From an optimization exercise on the open Yosys and OpenROAD flow, aimed at small area; shortcuts taken in it are not production practice.
In this exercise RTL edits were held to simulation tests only and were not proved equivalent to the original.
Power and IR drop assume default switching activity.

$ cat flow/design.v
module regfile_scoreboard #(
    parameter int unsigned DWIDTH  = 32,
    parameter int unsigned NREGS   = 32,
    parameter int unsigned NRD     = 2,
    parameter logic [DWIDTH-1:0] SP_INIT = DWIDTH'(32'h0001_0000),
    localparam int unsigned AW     = $clog2(NREGS)
) (
    input  logic                  clk,
    input  logic                  rst,
    input  logic [NRD*AW-1:0]     rs_i,
    output logic [NRD*DWIDTH-1:0] rsdata_o,
    output logic [NRD-1:0]        rsbusy_o,
    input  logic                  iss_valid_i,
    input  logic [AW-1:0]         iss_rd_i,
    output logic                  iss_ready_o,
    input  logic                  wb_valid_i,
    input  logic [AW-1:0]         wb_rd_i,
    input  logic [DWIDTH-1:0]     wb_data_i,
    input  logic                  flush_i,
    output logic                  err_o
);
    localparam int unsigned NR = NREGS - 1;   
    logic [DWIDTH-1:0] regs_q [NREGS];
    logic [NREGS-1:0]  busy_q, busy_d;
    logic [NREGS-1:0]  wr_q;
    logic [NREGS-1:0]  wb_sel, iss_sel;
    logic              err_q, err_d;
    logic              wb_fire, claim_fire, iss_busy;
    always_comb begin
        for (int i = 0; i < NREGS; i++) begin
            wb_sel[i]  = wb_valid_i && (wb_rd_i == AW'(i)) && (i != 0);
            iss_sel[i] = (iss_rd_i == AW'(i)) && (i != 0);
        end
    end
    assign wb_fire = wb_valid_i && (wb_rd_i != '0);
    regfile_aoi_or #(.N(NR)) u_iss_busy (
        .s_i(iss_sel[NREGS-1:1]), .d_i(busy_q[NREGS-1:1]), .y_o(iss_busy)
    );
    assign iss_ready_o = !iss_busy || (wb_valid_i && (wb_rd_i == iss_rd_i));
    assign claim_fire  = iss_valid_i && iss_ready_o && (iss_rd_i != '0);
    assign err_o       = err_q;
    always_comb begin
        busy_d = busy_q;
        err_d  = err_q;
        if (wb_fire) begin
            busy_d[wb_rd_i] = 1'b0;
            if (!busy_q[wb_rd_i] && !flush_i) begin
                err_d = 1'b1;
            end
        end
        if (claim_fire) begin
            busy_d[iss_rd_i] = 1'b1;
        end
        if (flush_i) begin
            busy_d = '0;
        end
        busy_d[0] = 1'b0;
    end
    always_ff @(posedge clk or negedge rst) begin
        if (!rst) begin
            busy_q <= '0;
            wr_q   <= '0;
            err_q  <= 1'b0;
        end else begin
            busy_q <= busy_d;
            wr_q   <= wr_q | wb_sel;
            err_q  <= err_d;
        end
    end
    for (genvar i = 1; i < NREGS; i++) begin : g_reg
        always_ff @(posedge clk) begin
            if (wb_sel[i]) begin
                regs_q[i] <= wb_data_i;
            end
        end
    end
    for (genvar k = 0; k < NRD; k++) begin : g_rp
        logic [AW-1:0]    ra;
        logic [NREGS-1:0] rdec;    
        logic [NREGS-1:0] rsel;    
        logic             rsp;     
        assign ra = rs_i[k*AW +: AW];
        always_comb begin
            for (int i = 0; i < NREGS; i++) begin
                rdec[i] = (ra == AW'(i)) && (i != 0);
                rsel[i] = rdec[i] && wr_q[i];
            end
            rsp = rdec[2] && !wr_q[2];
        end
        regfile_aoi_or #(.N(NR)) u_busy (
            .s_i(rdec[NREGS-1:1]), .d_i(busy_q[NREGS-1:1]), .y_o(rsbusy_o[k])
        );
        for (genvar b = 0; b < DWIDTH; b++) begin : g_rb
            logic [NR-1:0] d;
            for (genvar i = 1; i < NREGS; i++) begin : g_d
                assign d[i-1] = regs_q[i][b];
            end
            if (SP_INIT[b]) begin : g_sp
                regfile_aoi_or #(.N(NR + 1)) u_or (
                    .s_i({rsp, rsel[NREGS-1:1]}), .d_i({1'b1, d}), .y_o(rsdata_o[k*DWIDTH + b])
                );
            end else begin : g_nsp
                regfile_aoi_or #(.N(NR)) u_or (
                    .s_i(rsel[NREGS-1:1]), .d_i(d), .y_o(rsdata_o[k*DWIDTH + b])
                );
            end
        end
    end
endmodule
module regfile_aoi_or #(
    parameter int unsigned N = 31
) (
    input  logic [N-1:0] s_i,
    input  logic [N-1:0] d_i,
    output logic         y_o
);
    localparam int unsigned NG = (N + 2) / 3;
    logic [NG-1:0] g_n;
    for (genvar g = 0; g < NG; g++) begin : g_grp
        if (3*g + 3 <= N) begin : g_3
            regfile_aoi3 u_aoi (.s_i(s_i[3*g +: 3]), .d_i(d_i[3*g +: 3]), .y_no(g_n[g]));
        end else if (3*g + 2 == N) begin : g_2
            regfile_aoi2 u_aoi (.s_i(s_i[3*g +: 2]), .d_i(d_i[3*g +: 2]), .y_no(g_n[g]));
        end else begin : g_1
            assign g_n[g] = ~(s_i[3*g] & d_i[3*g]);
        end
    end
    regfile_nandn #(.N(NG)) u_nand (.a_i(g_n), .y_o(y_o));
endmodule
module regfile_aoi3 (
    input  logic [2:0] s_i,
    input  logic [2:0] d_i,
    output logic       y_no
);
    assign y_no = ~|(s_i & d_i);
endmodule
module regfile_aoi2 (
    input  logic [1:0] s_i,
    input  logic [1:0] d_i,
    output logic       y_no
);
    assign y_no = ~|(s_i & d_i);
endmodule
module regfile_nandn #(
    parameter int unsigned N = 11
) (
    input  logic [N-1:0] a_i,
    output logic         y_o
);
    assign y_o = ~&a_i;
endmodule
$ cat flow/flow/run.sh
#!/bin/bash
# The standard layout, with two changes:
#  - ports are buffered with the smallest buffer (buf_1) instead of the default pick;
#  - clock tree: larger sink clusters, clkbuf_8 only, no dummy loads.
set -euo pipefail
cat >> config.mk <<'C'
export BUFFER_PORTS_ARGS = -buffer_cell sky130_fd_sc_hd__buf_1
export CTS_ARGS = -sink_clustering_enable -repair_clock_nets -dont_use_dummy_load -buf_list sky130_fd_sc_hd__clkbuf_8 -sink_clustering_size 16 -sink_clustering_max_diameter 100
C
bash standard.sh > standard.log 2>&1
$ cat flow/standard.sh
#!/bin/bash
# synth_recipe.tcl (not shown) runs the flow's synth.tcl, then flattens the netlist and writes it again
# the make line also repeats each setting of config.mk as NAME=value (left out here)
make -C /OpenROAD-flow-scripts/flow DESIGN_CONFIG=/design/flow/config.mk WORK_HOME=/design/flow/orfs CLKGATE_MAP_FILE= SYNTH_SCRIPT=/design/flow/synth_recipe.tcl "${@:-finish}"
$ cat flow/config.mk
export PLATFORM = sky130hd
export DESIGN_NAME = regfile_scoreboard
export DESIGN_NICKNAME = regfile_scoreboard
export VERILOG_FILES = /design/flow/design.v
export SDC_FILE = /design/flow/constraint.sdc
export NUM_CORES = 4
export LEC_CHECK = 0
export CAP_MARGIN = 20
export CORE_MARGIN = 2
export CORE_UTILIZATION = 50
export SLEW_MARGIN = 20
export SYNTH_HIERARCHICAL = 1
export SYNTH_MINIMUM_KEEP_SIZE = 0
export BUFFER_PORTS_ARGS = -buffer_cell sky130_fd_sc_hd__buf_1
export CTS_ARGS = -sink_clustering_enable -repair_clock_nets -dont_use_dummy_load -buf_list sky130_fd_sc_hd__clkbuf_8 -sink_clustering_size 16 -sink_clustering_max_diameter 100
$ cat flow/constraint.sdc
create_clock -name core_clock -period 8.0 [get_ports {clk}]
set_input_delay 1.6000 -clock core_clock [delete_from_list [all_inputs] [get_ports {clk}]]
set_output_delay 1.6000 -clock core_clock [all_outputs]
set_load 0.01 [all_outputs]
==> results of run 1 <==
-- state kept, by name, indices dropped and copies added (netlist names) --
register,cells
regs_q,992
err_q,1
busy_q,31
wr_q,31
-- Yosys cell counts, types with 4 or more instances --
cell / n
a21oi_2: 5
mux2i_1: 5
a222oi_1: 670
inv_1: 8
edfxtp_1: 992
or2_4: 4
buf_2: 8
xnor2_1: 9
or3b_2: 4
o22ai_1: 16
nand2_1: 102
nand3_1: 79
and3b_1: 4
o21ai_0: 44
nor2_1: 136
nor3_1: 7
and3_1: 56
mux4_2: 5
or3_1: 69
nand4_1: 136
o21ai_1: 7
or2_2: 35
nor2b_1: 25
and2_1: 14
ha_1: 12
nor3b_1: 5
nand2b_1: 8
nand3b_1: 7
clkbuf_1: 20
dfrtp_1: 63
-- path summary, 6_finish.rpt --
kind / slack, ns / to / startpoint / depth (start not counted)
max: 1.62 / rsdata_o[54] / rs_i[6] / 7
min reg2reg: 0.49 / wr_q[29] / wr_q[29] / 1
max reg2reg: 5.49 / busy_q[30] / busy_q[22] / 8
min: 0.49 / wr_q[29] / wr_q[29] / 1
min in group asynchronous: 1.05 / wr_q[30] / rst / 2
max in group asynchronous: 6.25 / busy_q[9] / rst / 2
-- power breakdown --
group | internal, mW | switching [mW]
combinational | 0.205 | 0.545
sequential | 6.13 | 0.0581
clock | 0.856 | 1.66
total | 7.19 | 2.27
-- metrics by stage --
stage	power, mW	hold WS [ns]
6_report	9.46	0.486
5_1_grt	9.68	0.500
4_1_cts	9.45	0.485
3_5_place_dp	7.04	0.461
3_3_place_gp	7.02	0.457
2_1_floorplan	6.62	0.445
-- per-module statistics from Yosys (local to each module, per instance), excerpt --
module / copies in the design / cells / flip-flops and latches
regfile_aoi3: 670 / 1 / 0
regfile_scoreboard: 1 / 1570 / 1055
regfile_aoi2: 2 / 1 / 0
-- final cells by class --
class	instances	area (um^2)	area share, %
Tap cell	1144	1430	3.06
Antenna cell	8	20.0	0.0428
Timing Repair Buffer	229	1270	2.72
Multi-Input combinational cell	1483	11600	24.8
Sequential cell	1055	31400	67.1
Clock buffer	76	1050	2.24
Inverter	8	30.0	0.0642
-- kinds of logic after synthesis --
family / share of synthesized area (%)
adders and majority gates: 0.350
muxes: 0.380
xor gates and xnor gates: 0.204
buffers and inverters: 0.383
and+or+nand+nor: 8.68
other: 0.00875
DFF: 73.2
AOI/OAI and AO/OA: 16.8
-- metal layers --
layer | wire length, um | vias up | global-route usage [%]
met1 | 55500 | 15944 | 47.7
met5 | 12 | - | 0
met4 | 9350 | 2 | 18.0
met3 | 22200 | 469 | 6.85
met2 | 71300 | 2835 | 53.4
li1 | - | 12602 | -
-- worst register-to-register path, delay by kind of cell (launching register included) --
family | cells | cell delay [ns]
flops | 1 | 0.51
simple gates | 5 | 1.08
compound gates | 3 | 0.85
==> impl_results.md, run 1 <==
- Status: finished clean
- Vias in the first global route: 30,996
- Mean Syn Cell Area: 16.6 um^2
- FFs w/ async S/R, synth: 5.97%
- DRT Wirelength: 158,000 um
- Drt drc: 0
- Placement Setup Slack: 1.88 ns
- Final setup violation count: 0
- Worst-Skew Late Latency: 0.71 ns
- RSZ-0062 raised after global routing: false
- Cts hold-fix bufs: 0
- P_leak: 14.6 nW
- Final Util: 55.0%
- IO Pins: 125
- Post-DP HPWL: 90,100 um
- Avg WL per Cell: 39.5 um
- Final hold vios: 0
- Via count: 31,852
- EDFF count, synth: 992
- CP endpoint kind: output port
- Final instance area: 46,700 um^2
- Crit path DAT: 4.78 ns
- Sequential area share after synthesis: 73.2%
- Core area: 85,000 um^2
- Crit-path max FO: 32
- Port Buffer Count: 124
- Area growth, synth to finish: 9.10%
- FF+latch count, synth: 1,055
- First-pass GRT wire length: 222,000 um
- Clock skew: 0.0246 ns
- Layout net count: 2,922
- Routability congestion estimate: 0.954
- DR vias/cell: 7.96
- Synthesized area: 42,800 um^2
- GRT overflow: 0
- Worst-path clk slew: 0.10 ns
- Largest net degree at the start of global routing: 64
- Largest area contributor in the netlist: edfxtp_1
- Chip Width: 297 um
- Layout Cells excl Fill: 4,003
- Htree depth: 3
- Crit path kind: input port to output port
- Final Max Slew Viols: 0
- Setup TNS: 0 ns
- Drt first pass iters: 14
- Ranking of synthesized cells by area: edfxtp_1, a222oi_1, dfrtp_1
- Placed Area: 45,700 um^2
- PostCTS Resize Cnt: 0
- Crit path top cell by count: buf_1
- Cell area power density: 202 nW/um^2
- Most frequent cells in the layout: edfxtp_1, a222oi_1, nand4_1, buf_1, nor2_1
- CTS Buf Count: 76
- DIE AREA: 88,000 um^2
- Initial Util: 50.4%
- Syn. warnings: 8
- Die Span Y: 297 um
- GR Util All Layers: 34.9%
- Crit path max-delay family: simple AND/OR/NAND/NOR gates
- Fmax: 157 MHz
- Final WS setup: 1.62 ns
- FP Rows: 107
- Worst slew margin: 15.2%
- Worst min-delay path class: flop to flop
- Post-synthesis cell type count: 48
- Most used DFF post-synth: edfxtp_1
- Initial antenna violation count: 5
- Slowest library cell on the worst path: and3_2
- Slowest stage delay, CP: 1.07 ns
- Share of the synthesized area in the top cell type: 69.5%
- Startpoint types: input port
- WP data required: 6.40 ns
- Final period utilization: 79.7%
- Final ANT Viol Nets: 0
- TritonCTS clock tree: yes
- # clock sinks: 1,055
- DRT iter0 DRCs: 7,747
- Setup Buffers After CTS: 0
- Mapped Cells: 2,575
- CP cell instances: buf_1 > nor3b_1 > and3_2 > a222oi_1 > nand4_1 > or3_1 > buf_1
- Tightest Pin Transition: 1.27 ns
- Max-cap violation count: 0
- # placed instances: 3,919
- Clock tree buffer depth: 3
- Layout cells sized above 1: 10.6%
- Fillers: 6,811
- Max IR drop VDD: 153 uV
- Crit path time final: 6.38 ns
- Most common cell after layout, fill and taps aside: edfxtp_1
- Clk root buf: clkbuf_8
- Worst Path Buf+Inv: 2
==> run 2, diff against run 1 <==
--- a/flow/design.v
+++ b/flow/design.v
@@ -40,20 +40,14 @@
     assign claim_fire  = iss_valid_i && iss_ready_o && (iss_rd_i != '0);
     assign err_o       = err_q;
+    logic wb_busy;
+    regfile_aoi_or #(.N(NR)) u_wb_busy (
+        .s_i(wb_sel[NREGS-1:1]), .d_i(busy_q[NREGS-1:1]), .y_o(wb_busy)
+    );
     always_comb begin
-        busy_d = busy_q;
-        err_d  = err_q;
-        if (wb_fire) begin
-            busy_d[wb_rd_i] = 1'b0;
-            if (!busy_q[wb_rd_i] && !flush_i) begin
-                err_d = 1'b1;
-            end
+        busy_d[0] = 1'b0;
+        for (int i = 1; i < NREGS; i++) begin
+            busy_d[i] = !flush_i && ((busy_q[i] && !wb_sel[i]) || (claim_fire && iss_sel[i]));
         end
-        if (claim_fire) begin
-            busy_d[iss_rd_i] = 1'b1;
-        end
-        if (flush_i) begin
-            busy_d = '0;
-        end
-        busy_d[0] = 1'b0;
+        err_d = err_q || (wb_fire && !wb_busy && !flush_i);
     end
     always_ff @(posedge clk or negedge rst) begin
--- a/flow/config.mk
+++ b/flow/config.mk
@@ -8,5 +8,5 @@
 export CAP_MARGIN = 20
 export CORE_MARGIN = 2
-export CORE_UTILIZATION = 50
+export CORE_UTILIZATION = 70
 export SLEW_MARGIN = 20
 export SYNTH_HIERARCHICAL = 1
==> run 2 against run 1 <==
- routed wire length up 0.44%
- first-iteration DRC count up 26%
- clock power down 2%
==> impl_results.md, run 2 <==
- FP Rows: 90 (-16%)
- Initial Util: 70.6% (+20 points)
- Routability congestion estimate: 1.03 (+7.5%)
- Drt first pass iters: 13 (-1)
- Post-DP HPWL: 88,700 um (-1.5%)
- Setup Buffers After CTS: 0 (unchanged)
- Count leader, synth: edfxtp_1
- GRT overflow: 0 (unchanged)
- Crit-path max FO: 32 (unchanged)
- Setup TNS: 0 ns (unchanged)
- Mapped Cells: 2,511 (-2.5%)
- CP cell instances: buf_1 > nor2_1 > and2_1 > and3_2 > a222oi_1 > nand4_1 > or3_1 > buf_1
- Cell area power density: 205 nW/um^2 (+1.3%)
- GR Util All Layers: 50.3% (+15 points)
- Placement Setup Slack: 1.91 ns (+0.0279 ns)
- Slowest stage delay, CP: 0.63 ns (-0.44 ns)
- Crit path top cell by count: buf_1
- Ranking of synthesized cells by area: edfxtp_1, a222oi_1, dfrtp_1
- Layout net count: 2,814 (-3.7%)
- Final Max Slew Viols: 0 (unchanged)
- WP data required: 6.40 ns (about the same)
- Crit path DAT: 4.77 ns (about the same)
- Worst hold path cell count: 1 (unchanged)
- IO Pins: 125 (unchanged)
- Tightest Pin Transition: 1.32 ns (+0.0473 ns)
- PostCTS Resize Cnt: 0 (unchanged)
- Status: finished clean
- Largest net degree at the start of global routing: 64 (unchanged)
- Max-cap violation count: 0 (unchanged)
- Max IR drop VDD: 195 uV (+28%)
- Synth cell count leaders: edfxtp_1, a222oi_1, nand4_1
- CP endpoint kind: output port
- Worst-Skew Late Latency: 0.71 ns (about the same)
- Most frequent cells in the layout: edfxtp_1, a222oi_1, nand4_1, buf_1, nor2_1
- Worst slew margin: 12.1% (-3.2 points)
- Worst-path clk slew: 0.09 ns (about the same)
- Storage element area: 31,400 um^2 (unchanged)
- Final setup violation count: 0 (unchanged)
- Slowest library cell on the worst path: a222oi_1
- Drt drc: 0 (unchanged)
- Fillers: 3,551 (-48%)
- Port Buffer Count: 124 (unchanged)
- Biggest register: regs_q
- Initial antenna violation count: 10 (+5)
- Crit path kind: input port to output port
- Avg WL per Cell: 44.9 um (+13%)
- DRT Wirelength: 159,000 um (+0.44%)
- Placed Area: 44,600 um^2 (-2.3%)
- Clock tree buffer depth: 3 (unchanged)
- Clock skew: 0.0273 ns (+0.00277 ns)
- Die Span Y: 250 um (-16%)
- Post-synthesis cell type count: 43 (-10%)
- Htree depth: 3 (unchanged)
- Sequential area share after synthesis: 73.7% (+0.54 points)
- Vias in the first global route: 32,356 (+4.4%)
- Most common cell after layout, fill and taps aside: edfxtp_1
- First-pass GRT wire length: 222,000 um (-0.20%)
- Final WS setup: 1.63 ns (+0.00204 ns)
- Area growth, synth to finish: 7.40%
- Max FFs per register: 992 (unchanged)
- Layout Cells excl Fill: 3,544 (-11%)
- Final hold vios: 0 (unchanged)
- Share of the synthesized area in the top cell type: 70.0% (+0.51 points)
- Pwr Total: 9.36 mW (-0.99%)
- Synthesized area: 42,500 um^2 (-0.73%)
- Chip Width: 250 um (-16%)
- FF+latch count, synth: 1,055 (unchanged)
- Fmax: 157 MHz (about the same)
- DRT iter0 DRCs: 9,735 (+26%)
- Largest area contributor in the netlist: edfxtp_1
- Final instance area: 45,700 um^2 (-2.3%)
- Final ANT Viol Nets: 0 (unchanged)
- Most used DFF post-synth: edfxtp_1
- TritonCTS clock tree: yes
- RSZ-0062 raised after global routing: false
- DIE AREA: 62,700 um^2 (-29%)
- Area of the multi-input gates: 11,100 um^2 (-4.2%)
- Final period utilization: 79.7% (about the same)
- Clk root buf: clkbuf_8
- Biggest regs: regs_q x992, busy_q x31, wr_q x31
- Mean Syn Cell Area: 16.9 um^2 (+1.8%)
- FFs w/ async S/R, synth: 5.97% (unchanged)
- Via count: 33,035 (+3.7%)
- # clock sinks: 1,055 (unchanged)
- DR vias/cell: 9.32 (+17%)
- EDFF count, synth: 992 (unchanged)
- # placed instances: 3,462 (-12%)
- P_leak: 14.3 nW (-2.1%)
- Crit path time final: 6.37 ns (-0.00204 ns)
- Worst min-delay path class: flop to flop
- Worst reg2reg path depth: 6 (-2)
- Layout cells sized above 1: 9.62% (-0.94 points)
- Core area: 60,200 um^2 (-29%)
- CTS Buf Count: 75 (-1.3%)
- Startpoint types: input port
- Syn. warnings: 8 (unchanged)
- Cts hold-fix bufs: 0 (unchanged)
-- run 2: metal layers --
metal / part of all wire [%] / wire length [um] / GRT usage (%)
met5: 0.029 / 46 / 0
met4: 10 / 16100 / 40.0
met3: 20 / 31500 / 19.7
met2: 42 / 66900 / 72.7
met1: 28 / 44300 / 60.8
-- run 2: cell families after synthesis --
family	count (synthesis)	share of synthesized area, %
AOI/OAI and AO/OA	718	16.9
buffers and inverters	65	0.647
other	1	0.00882
xor gates and xnor gates	5	0.121
and+or+nand+nor	667	8.57
DFF	1055	73.7
-- run 2: modules after synthesis (local to each module, per instance), a selection --
module	copies in the design	cell area, um^2	cells inside
regfile_aoi3	680	10.0	1
regfile_scoreboard	1	33800	1491
regfile_aoi2	2	12.5	1
-- run 2: final timing paths --
path / end / from / slack (ns)
setup / recovery: rsdata_o[36] / rs_i[9] / 1.63
hold / removal: err_q / err_q / 0.48
setup reg to reg: busy_q[11] / busy_q[4] / 5.70
hold reg to reg: err_q / err_q / 0.48
max in group asynchronous: wr_q[15] / rst / 6.33
min in group asynchronous: wr_q[22] / rst / 1.10
-- run 2: power by group --
part	leakage, nW	switching, mW	internal (mW)	total, mW
clock	0.539	1.62	0.844	2.46
sequential	9.73	0.0660	6.13	6.20
combinational	3.99	0.518	0.187	0.705
total	14.3	2.20	7.16	9.36
-- run 2: area by class of cell --
| class | count | area share, % |
|---|---|---|
| Clock buffer | 75 | 2.26 |
| Tap cell | 782 | 2.14 |
| Inverter | 34 | 0.279 |
| Antenna cell | 7 | 0.0383 |
| Sequential cell | 1055 | 68.7 |
| Timing Repair Buffer | 199 | 2.32 |
| Multi-Input combinational cell | 1392 | 24.3 |
-- run 2: metrics by stage --
step / utilization [%] / hold slack [ns]
finish: 75.8 / 0.478
global route: 75.8 / 0.497
CTS: 75.8 / 0.482
detailed placement: 74.1 / 0.460
global placement: 74.0 / 0.455
floorplan: - / 0.439
-- run 2: critical path: cells and delay by family --
family          cells  cell delay (ns)
simple gates        5             2.01
compound gates      1             0.63
buf+inv             2             0.51
==> run 3, diff against run 2 <==
--- a/flow/config.mk
+++ b/flow/config.mk
@@ -8,5 +8,5 @@
 export CAP_MARGIN = 20
 export CORE_MARGIN = 2
-export CORE_UTILIZATION = 70
+export CORE_UTILIZATION = 50
 export SLEW_MARGIN = 20
 export SYNTH_HIERARCHICAL = 1
==> run 3 against run 2 <==
- still clean on timing, DRC and antenna
- largest cell class unchanged
- first-iteration DRC count shrank 14%
- maximum frequency down 2.8%
- sequential power is essentially flat
- register-to-register slack about the same
- worst hold slack improved by 0.011 ns
- clock-buffer cell count unchanged
- via count fell by 2.2%
- critical path type unchanged
- synthesized cell count stayed put
- highest routed layer unchanged
==> impl_results.md, run 3 <==
- Core area: 84,000 um^2 (+39%)
- Worst-Skew Late Latency: 0.74 ns (+0.03 ns)
- Synthesized area: 42,500 um^2 (unchanged)
- Routed wl met3: 26,600 um (-16%)
- Worst Hold Launch: wr_q[11]
- Htree depth: 3 (unchanged)
- # clock sinks: 1,055 (unchanged)
- First-pass GRT wire length: 236,000 um (+6.3%)
- Most used DFF post-synth: edfxtp_1
- GRT overflow: 0 (unchanged)
- Pwr Total: 9.44 mW (+0.78%)
- Worst hold path cell count: 1 (unchanged)
- Worst-path clk slew: 0.11 ns (+0.02 ns)
- DIE AREA: 87,400 um^2 (+39%)
- R2r setup slk: 5.70 ns (about the same)
- Initial Util: 50.7% (-20 points)
- CP endpoint kind: output port
- Final Max Slew Viols: 0 (unchanged)
- # placed instances: 3,845 (+11%)
- Worst min-delay path class: flop to flop
- Drt drc: 0 (unchanged)
- Routability congestion estimate: 0.964 (-6.0%)
- Mean Syn Cell Area: 16.9 um^2 (unchanged)
- Final setup violation count: 0 (unchanged)
- DRT iter0 DRCs: 8,376 (-14%)
- Most frequent cells in the layout: edfxtp_1, a222oi_1, nand4_1, buf_1, buf_4
- Initial antenna violation count: 17 (+7)
- Max-cap violation count: 0 (unchanged)
- Setup Buffers After CTS: 0 (unchanged)
- Area growth, synth to finish: 9.04%
- R2R Path End: busy_q[9]
- IO Pins: 125 (unchanged)
- Tightest Pin Transition: 1.26 ns (-0.0586 ns)
- WP data required: 6.40 ns (about the same)
- Clk root buf: clkbuf_8
- Cts hold-fix bufs: 0 (unchanged)
- Cell area power density: 204 nW/um^2 (-0.74%)
- Crit path DAT: 4.96 ns (+0.19 ns)
- Post-synthesis cell type count: 43 (unchanged)
- Post-Route M1 WL: 56,900 um (+28%)
- TritonCTS clock tree: yes
- Clock skew: 0.0971 ns (+0.0698 ns)
- GR Util All Layers: 39.0% (-11 points)
- Biggest regs: regs_q x992, busy_q x31, wr_q x31
- Syn. warnings: 8 (unchanged)
- CTS Buf Count: 75 (unchanged)
- EDFF count, synth: 992 (unchanged)
- Layout cells sized above 1: 10.9% (+1.3 points)
- Port Buffer Count: 124 (unchanged)
- Routed wl met2: 76,800 um (+15%)
- Share of the synthesized area in the top cell type: 70.0% (unchanged)
- Crit-path max FO: 18 (-44%)
- RSZ-0062 raised after global routing: false
- Setup TNS: 0 ns (unchanged)
- Drt first pass iters: 14 (+1)
- Fmax: 152 MHz (-2.8%)
- Layout net count: 2,845 (+1.1%)
- Max Used Layer: met5
- Worst reg2reg path depth: 6 (unchanged)
- Crit path kind: input port to output port
- R2R Path Start: busy_q[16]
- Synth cell count leaders: edfxtp_1, a222oi_1, nand4_1
- Sequential area share after synthesis: 73.7% (unchanged)
- Chip Width: 296 um (+18%)
- Largest area contributor in the netlist: edfxtp_1
- Placement Setup Slack: 1.61 ns (-0.298 ns)
- PostCTS Resize Cnt: 0 (unchanged)
- Mapped Cells: 2,511 (unchanged)
- Count leader, synth: edfxtp_1
- WHS Endpoint: wr_q[11]
- Max IR drop VDD: 140 uV (-28%)
- Final period utilization: 82.0% (+2.3 points)
- WHS: 0.489 ns (+0.0109 ns)
- Largest net degree at the start of global routing: 64 (unchanged)
- Final ANT Viol Nets: 0 (unchanged)
- Die Span Y: 296 um (+18%)
- DRT Wirelength: 172,000 um (+8.4%)
- Layout Cells excl Fill: 3,931 (+11%)
- Fillers: 6,716 (+89%)
- Startpoint types: input port
- Final hold vios: 0 (unchanged)
- Biggest register: regs_q
- P_leak: 14.4 nW (+1.1%)
- Avg WL per Cell: 43.8 um (-2.3%)
- Via count: 32,323 (-2.2%)
- Final WS setup: 1.44 ns (-0.187 ns)
- FF+latch count, synth: 1,055 (unchanged)
- DR vias/cell: 8.22 (-12%)
- Max FFs per register: 992 (unchanged)
- FFs w/ async S/R, synth: 5.97% (unchanged)
- FP Rows: 106 (+18%)
- Worst slew margin: 16.0% (+3.9 points)
- Status: finished clean
- Most common cell after layout, fill and taps aside: edfxtp_1
- Post-DP HPWL: 102,000 um (+15%)
- Ranking of synthesized cells by area: edfxtp_1, a222oi_1, dfrtp_1
- Vias in the first global route: 31,334 (-3.2%)
- Crit path time final: 6.56 ns (+0.187 ns)
- Clock tree buffer depth: 3 (unchanged)
[run 3: cell count changes in the layout (fill, tap and decap cells not counted), moves of 4 or more]
cell	delta
buf_4	+32
and3_1	-8
and3_2	+8
clkbuf_2	-5
buf_2	+4
diode_2	+4
[run 3: power breakdown]
part	switching [mW]	internal, mW	leakage [nW]
clock network	1.66	0.845	0.539
logic	0.553	0.189	4.15
registers	0.0655	6.13	9.73
[run 3: cell families after synthesis]
kind of cell           share of synthesized area, %
flip-flops                                     73.7
AO/OA/AOI/OAI                                  16.9
AND/OR/NAND/NOR                                8.57
XOR/XNOR                                      0.121
buffers and inverters                         0.647
other                                       0.00882
[run 3: worst max-delay path by stage]
stage          cells past startpoint       start      endpoint
2_1_floorplan                      8  wb_rd_i[4]         err_q
3_3_place_gp                       9     rs_i[9]  rsdata_o[48]
3_5_place_dp                       9     rs_i[9]  rsdata_o[48]
4_1_cts                            9     rs_i[9]  rsdata_o[48]
5_1_grt                            8     rs_i[4]  rsdata_o[18]
6_report                           9     rs_i[0]  rsdata_o[16]
[run 3: area by class of cell]
class / instances / area (um^2) / share of cell area (%)
Timing Repair Buffer: 230 / 1300 / 2.80
Antenna cell: 11 / 27.5 / 0.0594
Inverter: 34 / 130 / 0.281
Sequential cell: 1055 / 31400 / 67.6
Multi-Input combinational cell: 1392 / 11100 / 23.9
Clock buffer: 75 / 1030 / 2.23
Tap cell: 1134 / 1420 / 3.06
[run 3: per-module statistics from Yosys, one instance, submodules excluded, a selection]
module | cell area (um^2) | flip-flops and latches | cells inside | copies in the design
regfile_aoi2 | 12.5 | 0 | 1 | 2
regfile_aoi3 | 10.0 | 0 | 1 | 680
regfile_scoreboard | 33800 | 1055 | 1491 | 1
[run 3: stage by stage]
step           instance area [um^2]  utilization, %
3_5_place_dp                  45300            54.0
6_report                      46400            55.2
3_3_place_gp                  45300            53.9
5_1_grt                       46400            55.2
2_1_floorplan                 42500               -
4_1_cts                       46300            55.2
[run 3: critical path, stage by stage]
cell and delay [ns]:
buf_1 0.46, nand3b_1 0.28, nor2_1 0.11, and2_2 0.42, buf_4 0.36, a222oi_1 0.40, nand4_1 0.52, or3_1 0.59
buf_1 0.19
[run 3: layer usage]
layer | vias up | global-route usage [%]
met5 | - | 0
met4 | 8 | 25.0
met3 | 609 | 11.6
li1 | 12411 | -
met1 | 16096 | 49.0
met2 | 3199 | 59.3
==> run 4, diff against run 3 <==
--- a/flow/config.mk
+++ b/flow/config.mk
@@ -8,5 +8,5 @@
 export CAP_MARGIN = 20
 export CORE_MARGIN = 2
-export CORE_UTILIZATION = 50
+export CORE_UTILIZATION = 60
 export SLEW_MARGIN = 20
 export SYNTH_HIERARCHICAL = 1
==> run 4 against run 3 <==
- worst hold slack gained 0.0067 ns
- clock power is essentially flat
- via count grew 0.37%
- clock-buffer cell count grew 1
- global-route usage grew 3.9 points
- clock skew shrank 0.066 ns
- total power shrank 1.0%
- sequential share of layout area grew 0.68 points
- final area shrank 1.0%
- setup slack gained 0.25 ns
- critical path type unchanged
- highest routed layer unchanged
==> impl_results.md, run 4 <==
- First-pass GRT wire length: 222,000 um (-5.6%)
- Combinational share of power: 7.1% (-0.8 points)
- Net Switching: 2.17 mW (-4.6%)
- Clock share of power: 26.5% (about the same)
- Synthesized area: 42,500 um^2 (unchanged)
- Final hold vios: 0 (unchanged)
- Share of the synthesized area in the top cell type: 70.0% (unchanged)
- Largest area contributor in the netlist: edfxtp_1
- Tightest Pin Transition: 1.31 ns (+0.0521 ns)
- Clock tree buffer depth: 3 (unchanged)
- IO Pins: 125 (unchanged)
- FF+latch count, synth: 1,055 (unchanged)
- Chip Width: 270 um (-8.6%)
- Final Max Slew Viols: 0 (unchanged)
- DR vias/cell: 8.76 (+6.5%)
- Status: finished clean
- FP Rows: 97 (-8.5%)
- Final ANT Viol Nets: 0 (unchanged)
- Worst slew margin: 12.5% (-3.5 points)
- Worst reg2reg path depth: 6 (unchanged)
- GR Util All Layers: 42.9% (+3.9 points)
- DRT iter0 DRCs: 9,257 (+11%)
- Post-synthesis cell type count: 43 (unchanged)
- Clock skew: 0.0313 ns (-0.0658 ns)
- Most common cell after layout, fill and taps aside: edfxtp_1
- R2R Path Start: busy_q[1]
- Final setup violation count: 0 (unchanged)
- Syn. warnings: 8 (unchanged)
- P_leak: 14.3 nW (-0.91%)
- Via count: 32,442 (+0.37%)
- Final Util: 65.5% (+10 points)
- Layout cells sized above 1: 10.3% (-0.56 points)
- # placed instances: 3,615 (-6.0%)
- Initial antenna violation count: 12 (-5)
- Worst hold path cell count: 1 (unchanged)
- Startpoint types: input port
- Cell area power density: 203 nW/um^2 (about the same)
- Vias in the first global route: 31,451 (+0.37%)
- Fillers: 4,988 (-26%)
- RSZ-0062 raised after global routing: false
- R2r setup slk: 5.69 ns (about the same)
- Net Sw Frac: 23.2% (-0.87 points)
- Setup TNS: 0 ns (unchanged)
- Crit-path max FO: 32 (+14)
- Worst-path clk slew: 0.08 ns (-0.03 ns)
- Layout net count: 2,812 (-1.2%)
- Drt drc: 0 (unchanged)
- Biggest register: regs_q
- PostCTS Resize Cnt: 0 (unchanged)
- Cts hold-fix bufs: 0 (unchanged)
- Setup Buffers After CTS: 0 (unchanged)
- R2R Path End: busy_q[6]
- Fmax: 158 MHz (+3.9%)
- Mean Syn Cell Area: 16.9 um^2 (unchanged)
- CTS Buf Count: 76 (+1.3%)
- Placement Setup Slack: 1.92 ns (+0.312 ns)
- Mapped Cells: 2,511 (unchanged)
- Max IR drop VDD: 163 uV (+17%)
- Biggest regs: regs_q x992, busy_q x31, wr_q x31
- Final WS setup: 1.69 ns (+0.248 ns)
- Sequential area share after synthesis: 73.7% (unchanged)
- Clk root buf: clkbuf_8
- TritonCTS clock tree: yes
- Worst Hold Launch: err_q
- Ranking of synthesized cells by area: edfxtp_1, a222oi_1, dfrtp_1
- Die Span Y: 270 um (-8.6%)
- Largest net degree at the start of global routing: 64 (unchanged)
- Avg WL per Cell: 43.0 um (-1.9%)
- Share of power burned in registers: 66.4% (+0.8 points)
- Final period utilization: 78.9% (-3.1 points)
- Initial Util: 60.6% (+10 points)
- WP data required: 6.40 ns (about the same)
- Max FFs per register: 992 (unchanged)
- GRT overflow: 0 (unchanged)
- WHS Endpoint: err_q
- Drt first pass iters: 12 (-2)
- Core area: 70,100 um^2 (-16%)
- Internal power: 7.17 mW (about the same)
- # clock sinks: 1,055 (unchanged)
- Routability congestion estimate: 0.976 (+1.3%)
- Worst-Skew Late Latency: 0.70 ns (-0.04 ns)
- CP endpoint kind: output port
- DRT Wirelength: 159,000 um (-7.5%)
- Crit path DAT: 4.71 ns (-0.25 ns)
- Max-cap violation count: 0 (unchanged)
- Worst min-delay path class: flop to flop
- Port Buffer Count: 124 (unchanged)
- Post-DP HPWL: 94,000 um (-7.8%)
- Crit path time final: 6.31 ns (-0.248 ns)
- Layout Cells excl Fill: 3,705 (-5.7%)
- Area growth, synth to finish: 7.95%
- Synth cell count leaders: edfxtp_1, a222oi_1, nand4_1
- Htree depth: 3 (unchanged)
- EDFF count, synth: 992 (unchanged)
- DIE AREA: 73,000 um^2 (-16%)
- Most used DFF post-synth: edfxtp_1
- Most frequent cells in the layout: edfxtp_1, a222oi_1, nand4_1, buf_1, nor2_1
- Crit path kind: input port to output port
- FFs w/ async S/R, synth: 5.97% (unchanged)
- Count leader, synth: edfxtp_1
==> run 4: cell counts after synthesis <==
Identical to the previous run, type by type.
==> run 4: metal layers <==
layer	wire length [um]	vias to the layer above	GRT usage, %
li1	-	12335	-
met1	52100	15838	57.0
met2	69300	3603	63.8
met3	27800	660	13.4
met4	10200	6	22.7
met5	38	-	0
==> run 4: critical path, cell delays in order <==
cell and delay, ns:
buf_1 0.48, nand3b_1 0.35, nor2_1 0.33, and2_2 0.97, a222oi_1 0.26, nand4_1 0.34
or3_1 0.19, buf_1 0.18
==> run 4: modules after synthesis, one instance, submodules excluded, a selection <==
module | flip-flops and latches | cells inside | cell area (um^2) | times used
regfile_scoreboard | 1055 | 1491 | 33800 | 1
regfile_aoi2 | 0 | 1 | 12.5 | 2
regfile_aoi3 | 0 | 1 | 10.0 | 680
==> run 4: through the flow <==
step                hold WS [ns]  area, um^2  power, mW
global route               0.511       45900       9.55
global placement           0.460       44800       6.93
finish                     0.495       45900       9.34
floorplan                  0.439       42500       6.59
CTS                        0.497       45800       9.31
detailed placement         0.468       44800       6.95
==> run 4: cell type report <==
cell class / instances / area [um^2] / share of cell area (%)
clock buffer: 76 / 1050 / 2.28
tap: 940 / 1180 / 2.56
multi-input combinational: 1392 / 11100 / 24.2
sequential: 1055 / 31400 / 68.3
timing repair buffer: 196 / 1060 / 2.30
inverter: 34 / 130 / 0.283
antenna: 12 / 30.0 / 0.0654
==> run 4: power groups by stage <==
stage / combinational [mW] / sequential (mW) / clock, mW
after floorplan: 0.300 / 6.29 / 0
after global placement: 0.619 / 6.31 / 0
after detailed placement: 0.636 / 6.32 / 0
after CTS: 0.636 / 6.19 / 2.48
after global routing: 0.686 / 6.20 / 2.66
final: 0.663 / 6.20 / 2.48
==> run 4: worst max-delay path by stage <==
stage                from            to  slack, ns  depth (start not counted)
6_report          rs_i[6]  rsdata_o[38]       1.69                          8
3_5_place_dp      rs_i[5]  rsdata_o[38]       1.92                          8
2_1_floorplan  wb_rd_i[4]         err_q       2.52                          8
5_1_grt           rs_i[5]  rsdata_o[38]       1.70                          8
3_3_place_gp      rs_i[5]  rsdata_o[49]       2.02                          8
4_1_cts           rs_i[5]  rsdata_o[38]       1.88                          8
==> run 4: cell families (layout without fill, tap and decap cells) <==
family,after synthesis,in the layout,synth area share (%)
buffers and inverters,65,306,0.647
DFF,1055,1055,73.7
other,1,14,0.00882
AOI/OAI and AO/OA,718,718,16.9
and+or+nand+nor,667,667,8.57
xor gates and xnor gates,5,5,0.121

-- re-timing with driven ports --
The results above use ideal ports. As a check the final layouts listed here were re-extracted and re-timed, cells and wires unchanged. Step 1 sets driving cells, clkbuf_16 on the clock port and buf_2 on the other inputs (assumed; they add their load-dependent delay and slew). Step 2, shift: input delay + t, output delay - t, t = (earliest + latest rising clock arrival at the registers) / 2. This alone moves slack from input paths to output paths. Three values: no drivers, after step 1, after step 2; two values: the first two.
run | shift t [ns] | slack for setup (ns) | clock arrival spread, ns
run 1 | 0.769 | 1.624 / 1.576 / 1.576 | 0.057 / 0.056
run 2 | 0.760 | 1.626 / 1.572 / 1.572 | 0.067 / 0.067
run 3 | 0.751 | 1.439 / 1.411 / 1.411 | 0.102 / 0.102
run 4 | 0.762 | 1.686 / 1.630 / 1.630 | 0.065 / 0.065
After both steps setup and hold are still met in every run listed. The setup slack of run 4, which loses most, moves by -0.056 ns with the drivers and by -0.056 ns with both steps.
